From an optimization exercise on the open Yosys and OpenROAD flow, aimed at small area; shortcuts taken in it are not production practice.
Function was checked by simulation only, so behaviour that the tests miss may differ from the original.

## flow/design.v (module list and top-level ports; edited modules follow where they fit)
// module dwt_fa: 4 lines
// module dwt_ha: 4 lines
// module dwt_fir_mac: 1550 lines
// module dwt_analysis_stage: 122 lines
module dwt_analysis_stage (
    input  logic              clk,
    input  logic              rstn,
    input  logic              clr,
    input  logic              in_valid,
    input  logic signed [8:0] in_data,
    input  logic              coef_we,
    input  logic              coef_sel,
    input  logic [3:0]        coef_addr,
    input  logic signed [8:0] coef_wdata,
    output logic signed [15:0] lo_data,
    output logic signed [15:0] hi_data,
    output logic              out_valid,
    output logic              sat_flag
);
  // ...
==> flow/flow/run.sh <==
#!/bin/bash
# The standard layout with three changes: the input and output port buffers use
# the smallest buffer cell; clock tree synthesis clusters the flip-flops in groups of
# up to 10 behind clkbuf_4 buffers and adds no dummy loads; after global routing the
# resizer downsizes gates on paths with positive slack (ORFS's RECOVER_POWER step).
set -euo pipefail
export BUFFER_PORTS_ARGS="-buffer_cell sky130_fd_sc_hd__buf_1"
export CTS_ARGS="-sink_clustering_enable -repair_clock_nets -dont_use_dummy_load -buf_list sky130_fd_sc_hd__clkbuf_4 -sink_clustering_size 10 -sink_clustering_max_diameter 60"
export RECOVER_POWER=100
bash standard.sh > standard_flow.log 2>&1
==> flow/standard.sh <==
#!/bin/bash
# synth_recipe.tcl (not shown) runs the flow's synth.tcl, then flattens the netlist and writes it again
# the make line also repeats each setting of config.mk as NAME=value (left out here)
make -C /OpenROAD-flow-scripts/flow DESIGN_CONFIG=/design/flow/config.mk WORK_HOME=/design/flow/orfs CLKGATE_MAP_FILE= SYNTH_SCRIPT=/design/flow/synth_recipe.tcl "${@:-finish}"
==> flow/config.mk <==
export PLATFORM = sky130hd
export DESIGN_NAME = dwt_analysis_stage
export DESIGN_NICKNAME = dwt_analysis_stage
export VERILOG_FILES = /design/flow/design.v
export SDC_FILE = /design/flow/constraint.sdc
export NUM_CORES = 4
export LEC_CHECK = 0
export CAP_MARGIN = 20
export CORE_MARGIN = 2
export CORE_UTILIZATION = 50
export PLACE_DENSITY = 0.7
export SLEW_MARGIN = 20
export SYNTH_HIERARCHICAL = 1
export SYNTH_MINIMUM_KEEP_SIZE = 0
==> flow/constraint.sdc <==
create_clock -name core_clock -period 7.0 [get_ports {clk}]
set_input_delay 1.4000 -clock core_clock [delete_from_list [all_inputs] [get_ports {clk}]]
set_output_delay 1.4000 -clock core_clock [all_outputs]
set_load 0.01 [all_outputs]
==> results.cfg, run 1 <==
[logic_synthesis]
synthMuxAreaShare_pct = 7.83
synth_top_area_share_pct = 37.4

[layout]
antennaDiodeCount = 1
area_dominant_class = multi-input combinational cells
top_regs = hi_c_q (36), lo_c_q (36)
fin_util_pct = 53.3
multiInputGateArea_um2 = 9730
fin_area_um2 = 16200
n_all_buffers = 98

[setup_path]
critPathMaxStageDelay_ns = 0.61
crit_required_ns = 7.58
rr_worst_depth = 20
critPathSlowestCell = fa_1
cp-start-kind = flip-flop
end_kind = flip-flop
r2r-start = v1_q$_DFF_PN0_

[cts]
ctsResizeCount = 0
cts_tree = yes
cts_root_buffer = clkbuf_4
path_clk_slew_ns = 0.11

[sta]
min_period_ns = 6.78
drv_slew = 123
whs_ns = 0.393
fin_tns_setup_ns = 0

[die]
die_w_um = 179
die_area_um2 = 32200
core_area_um2 = 30400
die_h_um = 179

[global_routing]
grt_use_met3_pct = 3.30
grt_usage_pct = 24.5
antenna_found_initial = 1

[drt]
totalWireLength_um = 37800
routedWlPerCell_um = 22.8
route.top_layer_used = met4

[placed_design]
place_area_um2 = 16100
gp_congestion = 0.960

[run_status]
so.violations = max-capacitance violations, max-slew violations
status = failed layout checks

[job]
cap_violations = 4
==> run 2: changes to the inputs <==
--- a/flow/design.v
+++ b/flow/design.v
@@ -1555,21 +1555,30 @@
     dwt_fa u_s577 (.a(s497), .b(k542), .ci(s543), .s(s577), .co(k578));
     dwt_fa u_s579 (.a(s501), .b(k544), .ci(s545), .s(s579), .co(k580));
     dwt_fa u_s581 (.a(s505), .b(k546), .ci(s547), .s(s581), .co(k582));
     dwt_fa u_s583 (.a(s509), .b(k548), .ci(s549), .s(s583), .co(k584));
     dwt_fa u_s585 (.a(s513), .b(k550), .ci(s551), .s(s585), .co(k586));
     dwt_fa u_s587 (.a(s553), .b(k514), .ci(k552), .s(s587), .co(k588));
     dwt_fa u_s589 (.a(s521), .b(k554), .ci(s555), .s(s589), .co(k590));
     dwt_fa u_s591 (.a(s557), .b(k522), .ci(k556), .s(s591), .co(k592));
-    logic [19:0] ra, rb, sum;
-    assign ra = {1'b1, k592, k590, k588, k586, k584, k582, k580, k578, k576, k574, k572, k570, k568, k566, k564, k562, k560, s559, pp3_0_0};
-    assign rb = {1'b0, k558, s591, s589, s587, s585, s583, s581, s579, s577, s575, s573, s571, s569, s567, s565, s563, s561, 1'b1, s523};
-    assign sum = ra + rb;
-    assign r = sum[19:2];
+    logic [6:0] rc;
+    logic [5:2] rs;
+    assign rc[0] = 1'b0;
+    assign rc[1] = pp3_0_0 & s523;
+    assign rc[2] = (s559 & 1'b1) | (s559 & rc[1]) | (1'b1 & rc[1]);
+    dwt_fa u_r2 (.a(k560), .b(s561), .ci(rc[2]), .s(rs[2]), .co(rc[3]));
+    dwt_fa u_r3 (.a(k562), .b(s563), .ci(rc[3]), .s(rs[3]), .co(rc[4]));
+    dwt_fa u_r4 (.a(k564), .b(s565), .ci(rc[4]), .s(rs[4]), .co(rc[5]));
+    dwt_fa u_r5 (.a(k566), .b(s567), .ci(rc[5]), .s(rs[5]), .co(rc[6]));
+    logic [13:0] ha_, hb_, hs_;
+    assign ha_ = {1'b1, k592, k590, k588, k586, k584, k582, k580, k578, k576, k574, k572, k570, k568};
+    assign hb_ = {1'b0, k558, s591, s589, s587, s585, s583, s581, s579, s577, s575, s573, s571, s569};
+    assign hs_ = ha_ + hb_ + 14'(rc[6]);
+    assign r = {hs_, rs[5:2]};
 endmodule
 module dwt_analysis_stage (
     input  logic              clk,
     input  logic              rstn,
     input  logic              clr,
     input  logic              in_valid,
     input  logic signed [8:0] in_data,
     input  logic              coef_we,
==> flow/flow/run.sh (replaced) <==
#!/bin/bash
# The standard layout with two changes: the input and output port buffers use
# the smallest buffer cell, and clock tree synthesis clusters the flip-flops in groups
# of up to 10 behind clkbuf_4 buffers and adds no dummy loads.
set -euo pipefail
export BUFFER_PORTS_ARGS="-buffer_cell sky130_fd_sc_hd__buf_1"
export CTS_ARGS="-sink_clustering_enable -repair_clock_nets -dont_use_dummy_load -buf_list sky130_fd_sc_hd__clkbuf_4 -sink_clustering_size 10 -sink_clustering_max_diameter 60"
bash standard.sh > standard_flow.log 2>&1
==> run 2 against run 1 <==
Now clean on timing, DRC and antenna. Critical path depth fell by 1. Hold slack gained 0.0053 ns. Synthesized cell count decreased by 3.7%. Flip-flop and latch count unchanged. Die area down 1.6%. Via count down 3.7%. Clock skew decreased by 0.0014 ns. First-iteration DRC count shrank 22%. Global-route usage barely moved. Sequential share of layout area is 0.33 points higher.
==> results.cfg, run 2 <==
[run_status]
status = finished clean

[logic_synthesis]
synthFlopType = edfxtp_1
yosysMostFrequentCell = nor2_1
ys_ff_latch = 201
syn_inst = 1173
ys_async_sr_fraction_pct = 40.8
synth_top_area_share_pct = 38.9
ys_seq_area_share_pct = 34.8
synth_edf_count = 78
synth_area_leaders = fa_1, edfxtp_1, nor2_1
synth_common_cells = nor2_1, fa_1, mux2_2
synth.avg_cell_area_um2 = 12.9
synthesis.area_um2 = 15100
yosys_warnings = 9
yosys.area.top_type = fa_1
ys_types = 55
synth_fp_nets = 1517

[drt]
drt_iter0_drc = 628
totalWireLength_um = 36000
dr.pass1.iters = 5
viasPerCell = 5.68
vias = 9171
ant_nets = 0
drc = 0
routedWlPerCell_um = 22.3

[layout]
multiInputGateArea_um2 = 9540
area_delta_synth_final_pct = 6.01
drive_gt1_share_pct = 22.7
top_regs = hi_c_q (36), lo_c_q (36)
final_nets = 1568
n_fill_cell = 2512
final_common_cell = nor2_1
register_area_um2 = 5270
layout.cells.most_common_list = nor2_1, fa_1, mux2_2

[sta]
hold_viol = 0
maxSlewHeadroom_pct = 38.6
finalSetupViolCount = 0
min_period_ns = 6.73
drv_slew = 0
rsz0062_at_grt = no
worst_slew_pin_slew_ns = 0.921
fmax_ghz = 0.149
finalCritPeriodShare_pct = 96.1
fin_skew_ns = 0.0362
fin_tns_setup_ns = 0
setup_slack_ns = 0.270

[setup_path]
critPathMaxStageDelay_ns = 0.58
cp_max_fo = 16
crit_required_ns = 7.62
cp.arrival_ns = 7.35
cpMostUsedCell = fa_1
cp_cell_sequence = buf_4, mux2_2, nand2_1, nor2_1, fa_1, fa_1, fa_1, fa_1, ha_1, fa_1, fa_1, fa_1, fa_1, fa_1, a21oi_4, o2111ai_2, and3_1, a41oi_2, xnor2_1
cp-start-kind = flip-flop
critPathSlowestCell = fa_1
end_kind = flip-flop
r2r_slack_ns = 0.27
critPathKind = reg2reg

[die]
start_util_pct = 51.0
io_pins = 62
die_h_um = 178
die_area_um2 = 31700
rows = 63
core_area_um2 = 29700
die_w_um = 178

[global_routing]
grt_first_pass_wirelength_um = 57600
antenna_found_initial = 1
grt_max_degree = 83
grt_usage_pct = 24.5
grt_pass1_vias = 10273
grt_overflow = 0

[cts]
cts_root_buffer = clkbuf_4
insertion_delay_ns = 0.70
cts_num_sinks = 201
cts_tree = yes
cts_buffers = 24
clockBufferDepth = 3
path_clk_slew_ns = 0.11
ctsResizeCount = 0
cts_setup_buffers = 0
ctsHoldBuffers = 0
htree_levels = 1

[worst_hold_path]
hold_path.class = reg2reg

[placed_design]
gp_congestion = 1.01
io_buffers = 61
place_ws_ns = 0.306
dp_hpwl_um = 28100

[job]
cap_violations = 0
run 2: cell type report:
type / count / share of cell area (%)
multi-input combinational: 885 / 59.4
tap: 390 / 3.04
timing repair buffer: 100 / 3.30
clock buffer: 24 / 1.12
antenna: 3 / 0.0468
inverter: 12 / 0.281
sequential: 201 / 32.8
run 2: path summary, 6_finish.rpt:
check | start | to | cells after the start
worst max-delay path | v1_q$_DFF_PN0_ | u_q[16]$_DFF_P_ | 19
worst min-delay path | w1d_q[7]$_DFF_P_ | w2d_q[7]$_DFF_P_ | 0
worst max register to register | v1_q$_DFF_PN0_ | u_q[16]$_DFF_P_ | 19
worst min register to register | w1d_q[7]$_DFF_P_ | w2d_q[7]$_DFF_P_ | 0
max in group asynchronous | rstn | lo_c_q[0][0]$_DFFE_PN0P_ | 2
min in group asynchronous | rstn | w1v_q$_DFF_PN0_ | 2
run 2: logic make-up (layout without fill, tap and decap cells):
group / Yosys count / in the layout / share of synthesized area [%]
and+or+nand+nor: 420 / 420 / 12.3
adders and majority gates: 316 / 316 / 40.7
DFF: 201 / 201 / 34.8
muxes: 109 / 109 / 7.95
buffers and inverters: 87 / 136 / 2.25
AOI/OAI and AO/OA: 31 / 31 / 1.59
xor gates and xnor gates: 8 / 8 / 0.463
other: 1 / 4 / 0.0248
run 2: metal layers:
layer / vias to the layer above / wire, µm / track usage (%)
li1: 3840 / - / -
met5: - / 0 / 0
met3: 93 / 2810 / 4.80
met1: 4806 / 14100 / 31.8
met4: 0 / 1480 / 8.91
met2: 432 / 17700 / 41.2
run 2: critical path: cells and delay by family (launching register included):
family / cells / cell delay [ns]
simple gates: 3 / 0.41
flops: 1 / 0.37
fa+ha+maj: 10 / 4.51
mux: 1 / 0.37
xor+xnor: 1 / 0.14
compound gates: 3 / 0.58
buf+inv: 1 / 0.27
run 2: per-module statistics from Yosys, one instance, submodules excluded:
module	cell area [µm²]	cells inside	flip-flops and latches	times used
dwt_ha	12.5	1	0	8
dwt_fir_mac	2240	467	0	1
dwt_analysis_stage	6960	406	201	1
dwt_fa	20.0	1	0	292
run 2: stage by stage:
step	cell area, µm²	instances	hold slack (ns)	util (%)
final	16100	1615	0.398	54.0
after global routing	16100	1613	0.375	54.0
after CTS	16000	1612	0.354	54.0
after detailed placement	15900	1588	0.387	53.4
after global placement	15900	1588	0.383	53.4
after floorplan	15100	1173	0.366	-
==> module dwt_analysis_stage, before the edit <==
module dwt_analysis_stage (
    input  logic              clk,
    input  logic              rstn,
    input  logic              clr,
    input  logic              in_valid,
    input  logic signed [8:0] in_data,
    input  logic              coef_we,
    input  logic              coef_sel,
    input  logic [3:0]        coef_addr,
    input  logic signed [8:0] coef_wdata,
    output logic signed [15:0] lo_data,
    output logic signed [15:0] hi_data,
    output logic              out_valid,
    output logic              sat_flag
);
    logic phase_q, pv_q, v1_q, v2_q, v3_q, ov_q, sat_q;
    logic issue;
    assign issue = in_valid & phase_q & ~clr;
    always_ff @(posedge clk or negedge rstn) begin
        if (!rstn) begin
            phase_q <= 1'b0;
            pv_q    <= 1'b0;
            v1_q    <= 1'b0;
            v2_q    <= 1'b0;
            v3_q    <= 1'b0;
            ov_q    <= 1'b0;
        end else begin
            phase_q <= ~clr & (phase_q ^ in_valid);
            pv_q    <= ~clr & (pv_q | (in_valid & phase_q));
            v1_q    <= issue;
            v2_q    <= v1_q & ~clr;
            v3_q    <= v2_q & ~clr;
            ov_q    <= v3_q & ~clr;
        end
    end
    logic [8:0]  in_n, h_q;
    logic [17:0] p_q, q_q;
    logic        qv_q;
    assign in_n = ~in_data;
    always_ff @(posedge clk) begin
        if (in_valid & ~phase_q) h_q <= in_n;
        if (in_valid & phase_q) begin
            p_q <= {in_n, h_q};
            q_q <= p_q;
        end
    end
    always_ff @(posedge clk or negedge rstn) begin
        if (!rstn)                     qv_q <= 1'b0;
        else if (in_valid & phase_q)   qv_q <= pv_q;
    end
    logic       w1v_q, w1s_q, w2v_q;
    logic [1:0] w1a_q, w2a_q;
    logic [8:0] w1d_q, w2d_q;
    always_ff @(posedge clk or negedge rstn) begin
        if (!rstn) begin
            w1v_q <= 1'b0;
            w2v_q <= 1'b0;
        end else begin
            w1v_q <= coef_we & (coef_addr[3:2] == 2'b00);
            w2v_q <= w1v_q & ~w1s_q;
        end
    end
    always_ff @(posedge clk) begin
        w1s_q <= coef_sel;
        w1a_q <= coef_addr[1:0];
        w1d_q <= coef_wdata;
        w2a_q <= w1a_q;
        w2d_q <= w1d_q;
    end
    logic [8:0] lo_c_q [4];
    logic [8:0] hi_c_q [4];
    always_ff @(posedge clk or negedge rstn) begin
        if (!rstn) begin
            lo_c_q[0] <= dwt_pkg::LO_C0;
            lo_c_q[1] <= dwt_pkg::LO_C1;
            lo_c_q[2] <= dwt_pkg::LO_C2;
            lo_c_q[3] <= dwt_pkg::LO_C3;
            hi_c_q[0] <= dwt_pkg::HI_C0;
            hi_c_q[1] <= dwt_pkg::HI_C1;
            hi_c_q[2] <= dwt_pkg::HI_C2;
            hi_c_q[3] <= dwt_pkg::HI_C3;
        end else begin
            for (int k = 0; k < 4; k++) begin
                if (w1v_q & w1s_q & (w1a_q == 2'(k))) hi_c_q[k] <= w1d_q;
                if (w2v_q & (w2a_q == 2'(k)))         lo_c_q[k] <= w2d_q;
            end
        end
    end
    logic [35:0] coef_n;
    logic [17:0] r;
    logic        s_hi, s_lo, s_hi_q, s_lo_q;
    assign s_hi   = v1_q;
    assign s_lo   = ~v1_q;
    assign s_hi_q = v1_q & qv_q;
    assign s_lo_q = ~v1_q & qv_q;
    assign coef_n = ~{({9{s_hi}}   & hi_c_q[0]) | ({9{s_lo}}   & lo_c_q[0]),
                      ({9{s_hi}}   & hi_c_q[1]) | ({9{s_lo}}   & lo_c_q[1]),
                      ({9{s_hi_q}} & hi_c_q[2]) | ({9{s_lo_q}} & lo_c_q[2]),
                      ({9{s_hi_q}} & hi_c_q[3]) | ({9{s_lo_q}} & lo_c_q[3])};
    dwt_fir_mac u_mac (.taps_n({p_q, q_q}), .coef_n(coef_n), .r(r));
    logic [17:0] u_q;
    logic [15:0] y, lo_q, hi_q;
    logic        ovf, ho_q;
    assign ovf = (u_q[17:15] != 3'b000) && (u_q[17:15] != 3'b111);
    assign y   = ovf ? {u_q[17], {15{~u_q[17]}}} : u_q[15:0];
    always_ff @(posedge clk) begin
        u_q <= r;
        if (v2_q) begin
            hi_q <= y;
            ho_q <= ovf;
        end
        if (v3_q) lo_q <= y;
    end
    always_ff @(posedge clk or negedge rstn) begin
        if (!rstn) sat_q <= 1'b0;
        else       sat_q <= ~clr & (sat_q | (v3_q & (ho_q | ovf)));
    end
    assign lo_data   = lo_q;
    assign hi_data   = hi_q;
    assign out_valid = ov_q;
    assign sat_flag  = sat_q;
endmodule
==> run 3: changes to the inputs <==
--- a/flow/design.v
+++ b/flow/design.v
@@ -1646,34 +1646,45 @@
     end
     logic [8:0] lo_c_q [4];
     logic [8:0] hi_c_q [4];
+    logic [3:0] hd_q, ld_q, hi_we, lo_we;
+    for (genvar k = 0; k < 4; k++) begin : g_we
+        assign hi_we[k] = w1v_q & w1s_q & (w1a_q == 2'(k));
+        assign lo_we[k] = w2v_q & (w2a_q == 2'(k));
+    end
+    always_ff @(posedge clk) begin
+        for (int k = 0; k < 4; k++) begin
+            if (hi_we[k]) hi_c_q[k] <= w1d_q;
+            if (lo_we[k]) lo_c_q[k] <= w2d_q;
+        end
+    end
     always_ff @(posedge clk or negedge rstn) begin
         if (!rstn) begin
-            lo_c_q[0] <= dwt_pkg::LO_C0;
-            lo_c_q[1] <= dwt_pkg::LO_C1;
-            lo_c_q[2] <= dwt_pkg::LO_C2;
-            lo_c_q[3] <= dwt_pkg::LO_C3;
-            hi_c_q[0] <= dwt_pkg::HI_C0;
-            hi_c_q[1] <= dwt_pkg::HI_C1;
-            hi_c_q[2] <= dwt_pkg::HI_C2;
-            hi_c_q[3] <= dwt_pkg::HI_C3;
+            hd_q <= 4'hf;
+            ld_q <= 4'hf;
         end else begin
-            for (int k = 0; k < 4; k++) begin
-                if (w1v_q & w1s_q & (w1a_q == 2'(k))) hi_c_q[k] <= w1d_q;
-                if (w2v_q & (w2a_q == 2'(k)))         lo_c_q[k] <= w2d_q;
-            end
+            hd_q <= hd_q & ~hi_we;
+            ld_q <= ld_q & ~lo_we;
         end
     end
     logic [35:0] coef_n;
     logic [17:0] r;
-    logic        s_hi, s_lo, s_hi_q, s_lo_q;
-    assign s_hi   = v1_q;
-    assign s_lo   = ~v1_q;
-    assign s_hi_q = v1_q & qv_q;
-    assign s_lo_q = ~v1_q & qv_q;
-    assign coef_n = ~{({9{s_hi}}   & hi_c_q[0]) | ({9{s_lo}}   & lo_c_q[0]),
-                      ({9{s_hi}}   & hi_c_q[1]) | ({9{s_lo}}   & lo_c_q[1]),
-                      ({9{s_hi_q}} & hi_c_q[2]) | ({9{s_lo_q}} & lo_c_q[2]),
-                      ({9{s_hi_q}} & hi_c_q[3]) | ({9{s_lo_q}} & lo_c_q[3])};
+    logic [3:0]  s_hi, s_lo, shr, shd, slr, sld;
+    assign s_hi = {v1_q, v1_q, v1_q & qv_q, v1_q & qv_q};
+    assign s_lo = {~v1_q, ~v1_q, ~v1_q & qv_q, ~v1_q & qv_q};
+    for (genvar k = 0; k < 4; k++) begin : g_sel
+        assign shr[k] = s_hi[3-k] & ~hd_q[k];
+        assign shd[k] = s_hi[3-k] & hd_q[k];
+        assign slr[k] = s_lo[3-k] & ~ld_q[k];
+        assign sld[k] = s_lo[3-k] & ld_q[k];
+    end
+    localparam logic [35:0] HI_D = {dwt_pkg::HI_C3, dwt_pkg::HI_C2, dwt_pkg::HI_C1, dwt_pkg::HI_C0};
+    localparam logic [35:0] LO_D = {dwt_pkg::LO_C3, dwt_pkg::LO_C2, dwt_pkg::LO_C1, dwt_pkg::LO_C0};
+    for (genvar k = 0; k < 4; k++) begin : g_coef
+        for (genvar j = 0; j < 9; j++) begin : g_bit
+            assign coef_n[(3-k)*9 + j] = ~((shr[k] & hi_c_q[k][j]) | (slr[k] & lo_c_q[k][j])
+                                          | (shd[k] & HI_D[k*9 + j]) | (sld[k] & LO_D[k*9 + j]));
+        end
+    end
     dwt_fir_mac u_mac (.taps_n({p_q, q_q}), .coef_n(coef_n), .r(r));
     logic [17:0] u_q;
     logic [15:0] y, lo_q, hi_q;
==> run 3 against run 2 <==
Still clean on timing, DRC and antenna. Synthesized cell count down 3.6%. Flip-flop and latch count up 8. Die area down 1.4%. Register-to-register slack about the same. Largest cell class unchanged. Highest routed layer unchanged.
==> results.cfg, run 3 <==
[global_routing]
grt_overflow = 0
grt_pass1_vias = 9816
grt_max_degree = 40
antenna_found_initial = 2
grt_usage_pct = 24.2
grt_first_pass_wirelength_um = 55800

[logic_synthesis]
yosysMostFrequentCell = fa_1
ys_ff_latch = 209
ys_types = 60
yosys_warnings = 9
synthFlopType = edfxtp_1
synth.avg_cell_area_um2 = 13.2
synthesis.area_um2 = 14900
yosys.area.top_type = fa_1
syn_inst = 1131
synth_area_leaders = fa_1, edfxtp_1, nor2_1
synth_fp_nets = 1475
ys_seq_area_share_pct = 38.8
ys_async_sr_fraction_pct = 8.61
synth_top_area_share_pct = 39.4
synth_edf_count = 150
synth_common_cells = fa_1, nor2_1, edfxtp_1

[sta]
setup_slack_ns = 0.276
drv_slew = 0
min_period_ns = 6.72
finalCritPeriodShare_pct = 96.1
finalSetupViolCount = 0
fin_skew_ns = 0.0553
hold_viol = 0
fmax_ghz = 0.149
worst_slew_pin_slew_ns = 1.08
maxSlewHeadroom_pct = 27.5
rsz0062_at_grt = no

[cts]
clockBufferDepth = 3
cts_root_buffer = clkbuf_4
insertion_delay_ns = 0.69
htree_levels = 1
path_clk_slew_ns = 0.10
cts_buffers = 27
cts_tree = yes
ctsHoldBuffers = 0
cts_num_sinks = 209

[layout]
fin_area_um2 = 16000
top_regs = hi_c_q (36), lo_c_q (36)
final_common_cell = fa_1
area_delta_synth_final_pct = 7.07
layout.cells.most_common_list = fa_1, nor2_1, edfxtp_1
n_fill_cell = 2538
drive_gt1_share_pct = 15.2
fin_util_pct = 54.2
final_nets = 1543

[die]
start_util_pct = 50.6
die_w_um = 177
die_h_um = 177
rows = 63
core_area_um2 = 29500
die_area_um2 = 31200
io_pins = 62

[drt]
drc = 0
dr.pass1.iters = 5
routedWlPerCell_um = 22.8
ant_nets = 0
drt_iter0_drc = 679
vias = 8977
totalWireLength_um = 36200
viasPerCell = 5.65

[setup_path]
r2r-start = v1_q$_DFF_PN0_
cp-start-kind = flip-flop
crit_required_ns = 7.57
cp.arrival_ns = 7.30
critPathLaunch = v1_q$_DFF_PN0_
cp_max_fo = 11
critPathKind = reg2reg
end_kind = flip-flop

[placed_design]
io_buffers = 61
place_area_um2 = 15700
gp_congestion = 0.928
place_ws_ns = -0.0663
dp_hpwl_um = 28300

[worst_hold_path]
hold_path.class = reg2reg
min-delay-start = w1a_q[1]$_DFF_P_

[job]
cap_violations = 0

[run_status]
status = finished clean
==> run 3: metrics by stage <==
stage	setup TNS, ns	hold slack, ns	instances
detailed placement	-0.119	0.374	1559
CTS	0	0.354	1586
finish	0	0.351	1589
floorplan	0	0.364	1131
global route	0	0.352	1589
global placement	0	0.372	1559
==> run 3: cells by family (layout without fill, tap and decap cells) <==
group	after synthesis	count (layout)	synth area share (%)
other cells	1	3	0.0251
simple gates	421	421	12.7
compound gates	83	83	4.15
fa+ha+maj	316	316	41.3
buf+inv	92	158	2.50
flops	209	209	38.8
xor+xnor	8	8	0.470
mux	1	1	0.0754
==> run 3: repair_timing <==
| item | in CTS | in global routing |
|---|---|---|
| buffers inserted | 0 | 1 |
| gates resized for setup | 1 | 7 |
| endpoints found under the setup margin | 4 | 5 |
==> run 3: layer usage <==
| layer | vias up | wire length, µm | global-route usage, % |
|---|---|---|---|
| li1 | 3796 | - | - |
| met1 | 4591 | 14500 | 32.6 |
| met2 | 506 | 16700 | 38.6 |
| met3 | 84 | 3680 | 6.23 |
| met4 | 0 | 1310 | 8.47 |
| met5 | - | 0 | 0 |
==> run 3: path summary, 6_finish.rpt <==
path	cells past startpoint	slack, ns	endpoint
min reg2reg	0	0.35	w2a_q[1]$_DFF_P_
max in group asynchronous	2	6.00	ld_q[3]$_DFF_PN1_
max reg2reg	19	0.28	u_q[16]$_DFF_P_
min	0	0.35	w2a_q[1]$_DFF_P_
max	19	0.28	u_q[16]$_DFF_P_
min in group asynchronous	2	0.69	v1_q$_DFF_PN0_
==> run 3: Yosys stat by module (local to each module, per instance) <==
module / cell area, µm² / copies in the design / flops+latches / cells
dwt_fa: 20.0 / 292 / 0 / 1
dwt_analysis_stage: 6740 / 1 / 209 / 364
dwt_ha: 12.5 / 8 / 0 / 1
dwt_fir_mac: 2240 / 1 / 0 / 467
==> run 3: layout make-up <==
cell class / count / area (µm²) / share of cell area (%)
antenna: 2 / 5.00 / 0.0313
clock buffer: 27 / 203 / 1.27
inverter: 17 / 63.8 / 0.399
multi-input combinational: 830 / 8810 / 55.1
sequential: 209 / 5790 / 36.2
tap: 390 / 488 / 3.05
timing repair buffer: 114 / 627 / 3.92
==> run 3: critical path, stage by stage, from the launching register on <==
cell and delay [ns]:
dfrtp_2 0.50, buf_4 0.20, or2_2 0.32, o22ai_1 0.21, buf_4 0.21, nor2_1 0.07
fa_1 0.46, fa_1 0.51, fa_1 0.43, fa_1 0.63, fa_1 0.46, fa_1 0.42
fa_1 0.40, fa_1 0.50, ha_1 0.38, a21oi_2 0.19, o2111ai_2 0.15, and3_1 0.22
a41oi_2 0.21, xnor2_1 0.13
==> run 4: changes to the inputs <==
--- a/flow/config.mk
+++ b/flow/config.mk
@@ -8,7 +8,7 @@
 export CAP_MARGIN = 20
 export CORE_MARGIN = 2
 export CORE_UTILIZATION = 50
-export PLACE_DENSITY = 0.7
+export PLACE_DENSITY = 0.8
 export SLEW_MARGIN = 20
 export SYNTH_HIERARCHICAL = 1
 export SYNTH_MINIMUM_KEEP_SIZE = 0
==> run 4 against run 3 <==
Critical endpoint unchanged. Synthesized cell count is the same. Via count grew 3.9%. Global-route usage grew 0.87 points. Critical path depth shrank 1. Area after synthesis is the same.
==> results.cfg, run 4 <==
[drt]
viasPerCell = 5.89
routedWlPerCell_um = 23.4
drt_iter0_drc = 1024
vias = 9331
dr.pass1.iters = 6
drc = 0
totalWireLength_um = 37100
ant_nets = 0

[global_routing]
grt_usage_pct = 25.1
grt-busiest-layer = met2
met2_usage_pct = 40.1
grt_first_pass_wirelength_um = 58300
antenna_found_initial = 1
grt_max_degree = 40
grt_overflow = 0
grt_use_met3_pct = 6.08
use_met1_pct = 33.3
grt_pass1_vias = 10373

[sta]
maxSlewHeadroom_pct = 31.2
fmax_ghz = 0.148
hold_viol = 0
finalSetupViolCount = 0
min_period_ns = 6.75
fin_skew_ns = 0.0634
worst_slew_pin_slew_ns = 1.03
fin_tns_setup_ns = 0
drv_slew = 0
rsz0062_at_grt = no
finalCritPeriodShare_pct = 96.4

[layout]
fin_area_um2 = 15900
multiInputGateArea_um2 = 8800
fin_util_pct = 54.1
n_fill_cell = 2485
top_regs = hi_c_q (36), lo_c_q (36)
register_area_um2 = 5790
final_common_cell = fa_1
drive_gt1_share_pct = 15.1
layout.cells.most_common_list = fa_1, nor2_1, edfxtp_1
area_delta_synth_final_pct = 6.83
final_cells = 1584
final_nets = 1539

[setup_path]
critPathKind = reg2reg
critPathSlowestCell = fa_1
cp.arrival_ns = 7.34
end_kind = flip-flop
critPathMaxStageDelay_ns = 0.55
cp-start-kind = flip-flop
worst-path-buf-inv = 1
crit_required_ns = 7.59
critPathTopFamily = adder cells
cp_cell_sequence = buf_4, or2_2, o22ai_1, nor2_1, fa_1, fa_1, fa_1, fa_1, fa_1, fa_1, fa_1, fa_1, ha_1, a21oi_2, o2111ai_2, and3_1, a41oi_2, xnor2_1
cp_max_fo = 14
cpMostUsedCell = fa_1
r2r_slack_ns = 0.25

[job]
cap_violations = 0

[die]
start_util_pct = 50.6
die_h_um = 177
die_w_um = 177
io_pins = 62
core_area_um2 = 29500
die_area_um2 = 31200
rows = 63

[logic_synthesis]
synth_area_leaders = fa_1, edfxtp_1, nor2_1
synth_top_area_share_pct = 39.4
synth_common_cells = fa_1, nor2_1, edfxtp_1
synth.avg_cell_area_um2 = 13.2
synth_fp_nets = 1475
synth_edf_count = 150
ys_seq_area_share_pct = 38.8
ys_async_sr_fraction_pct = 8.61
synthFlopType = edfxtp_1
yosys_warnings = 9
synthesis.area_um2 = 14900
yosysMostFrequentCell = fa_1
yosys.area.top_type = fa_1
syn_inst = 1131
ys_types = 60
ys_ff_latch = 209

[cts]
cts_root_buffer = clkbuf_4
cts_tree = yes
ctsHoldBuffers = 0
clockBufferDepth = 3
cts_buffers = 27
cts_num_sinks = 209
insertion_delay_ns = 0.67
path_clk_slew_ns = 0.09
htree_levels = 1

[placed_design]
io_buffers = 61
gp_congestion = 0.960
place_area_um2 = 15700
dp_hpwl_um = 29100
dp_cells = 1555

[run_status]
status = finished clean

[worst_hold_path]
hold_path.class = reg2reg
==> run 4: stage by stage <==
stage / setup slack (ns) / hold slack, ns
floorplan: 0.516 / 0.364
global placement: 0.251 / 0.374
detailed placement: 0.0330 / 0.375
CTS: 0.138 / 0.397
global route: 0.00243 / 0.416
finish: 0.250 / 0.397
==> run 4: repair_timing <==
action / in CTS / in global routing
resized for setup: 1 / 8
setup endpoints to repair: 1 / 5
buffers inserted: 0 / 1
==> run 4: routing by layer <==
metal / share of wire [%] / vias up
li1: - / 3785
met1: 38 / 4803
met2: 47 / 622
met3: 11 / 121
met4: 4.4 / 0
met5: 0 / -
==> run 4: path summary, 6_finish.rpt <==
| check | end | startpoint | cells past startpoint |
|---|---|---|---|
| setup / recovery | u_q[16]$_DFF_P_ | v1_q$_DFF_PN0_ | 18 |
| hold / removal | w2a_q[1]$_DFF_P_ | w1a_q[1]$_DFF_P_ | 0 |
| setup reg to reg | u_q[16]$_DFF_P_ | v1_q$_DFF_PN0_ | 18 |
| hold reg to reg | w2a_q[1]$_DFF_P_ | w1a_q[1]$_DFF_P_ | 0 |
| max in group asynchronous | v2_q$_DFF_PN0_ | rstn | 2 |
| min in group asynchronous | phase_q$_DFF_PN0_ | rstn | 2 |
==> run 4: cell type report <==
class	instances	area share [%]
Multi-Input combinational cell	830	55.2
Sequential cell	209	36.3
Clock buffer	27	1.27
Inverter	17	0.400
Tap cell	390	3.06
Antenna cell	1	0.0157
Timing Repair Buffer	110	3.74
==> run 4: cells by family after synthesis <==
| logic type | Yosys count | share of synthesized area (%) |
|---|---|---|
| AND/OR/NAND/NOR | 421 | 12.7 |
| XOR/XNOR | 8 | 0.470 |
| flip-flops | 209 | 38.8 |
| multiplexers | 1 | 0.0754 |
| AO/OA/AOI/OAI | 83 | 4.15 |
| adder cells (fa/ha/maj) | 316 | 41.3 |
| other | 1 | 0.0251 |
| buffers and inverters | 92 | 2.50 |
==> run 4: per-module statistics from Yosys (local to each module, per instance) <==
module,copies in the design,area [µm²],cells inside
dwt_analysis_stage,1,6740,364
dwt_ha,8,12.5,1
dwt_fir_mac,1,2240,467
dwt_fa,292,20.0,1

==> what the ideal ports hide <==
The flow's constraints put no driver on any port. The routed layouts listed below were extracted and timed again, unchanged, in two steps. Step 1: set_driving_cell puts a clkbuf_16 on clk and a buf_2 on each other input, an assumption about the parent block. Step 2 also shifts input and output timing later by t, the mid clock arrival at the registers, as if the neighbouring blocks saw the same clock. a / b / c = no drivers / after step 1 / after step 2; a / b = the first two.
run | shift t [ns] | setup WS [ns] | worst setup path at the end | latest minus earliest clock arrival (ns)
run 1 | 0.682 | 0.217 / 0.217 / 0.217 | register to register | 0.037 / 0.037
run 2 | 0.732 | 0.270 / 0.270 / 0.270 | register to register | 0.036 / 0.037
run 3 | 0.699 | 0.276 / 0.276 / 0.276 | register to register | 0.085 / 0.085
run 4 | 0.680 | 0.250 / 0.250 / 0.250 | register to register | 0.070 / 0.070
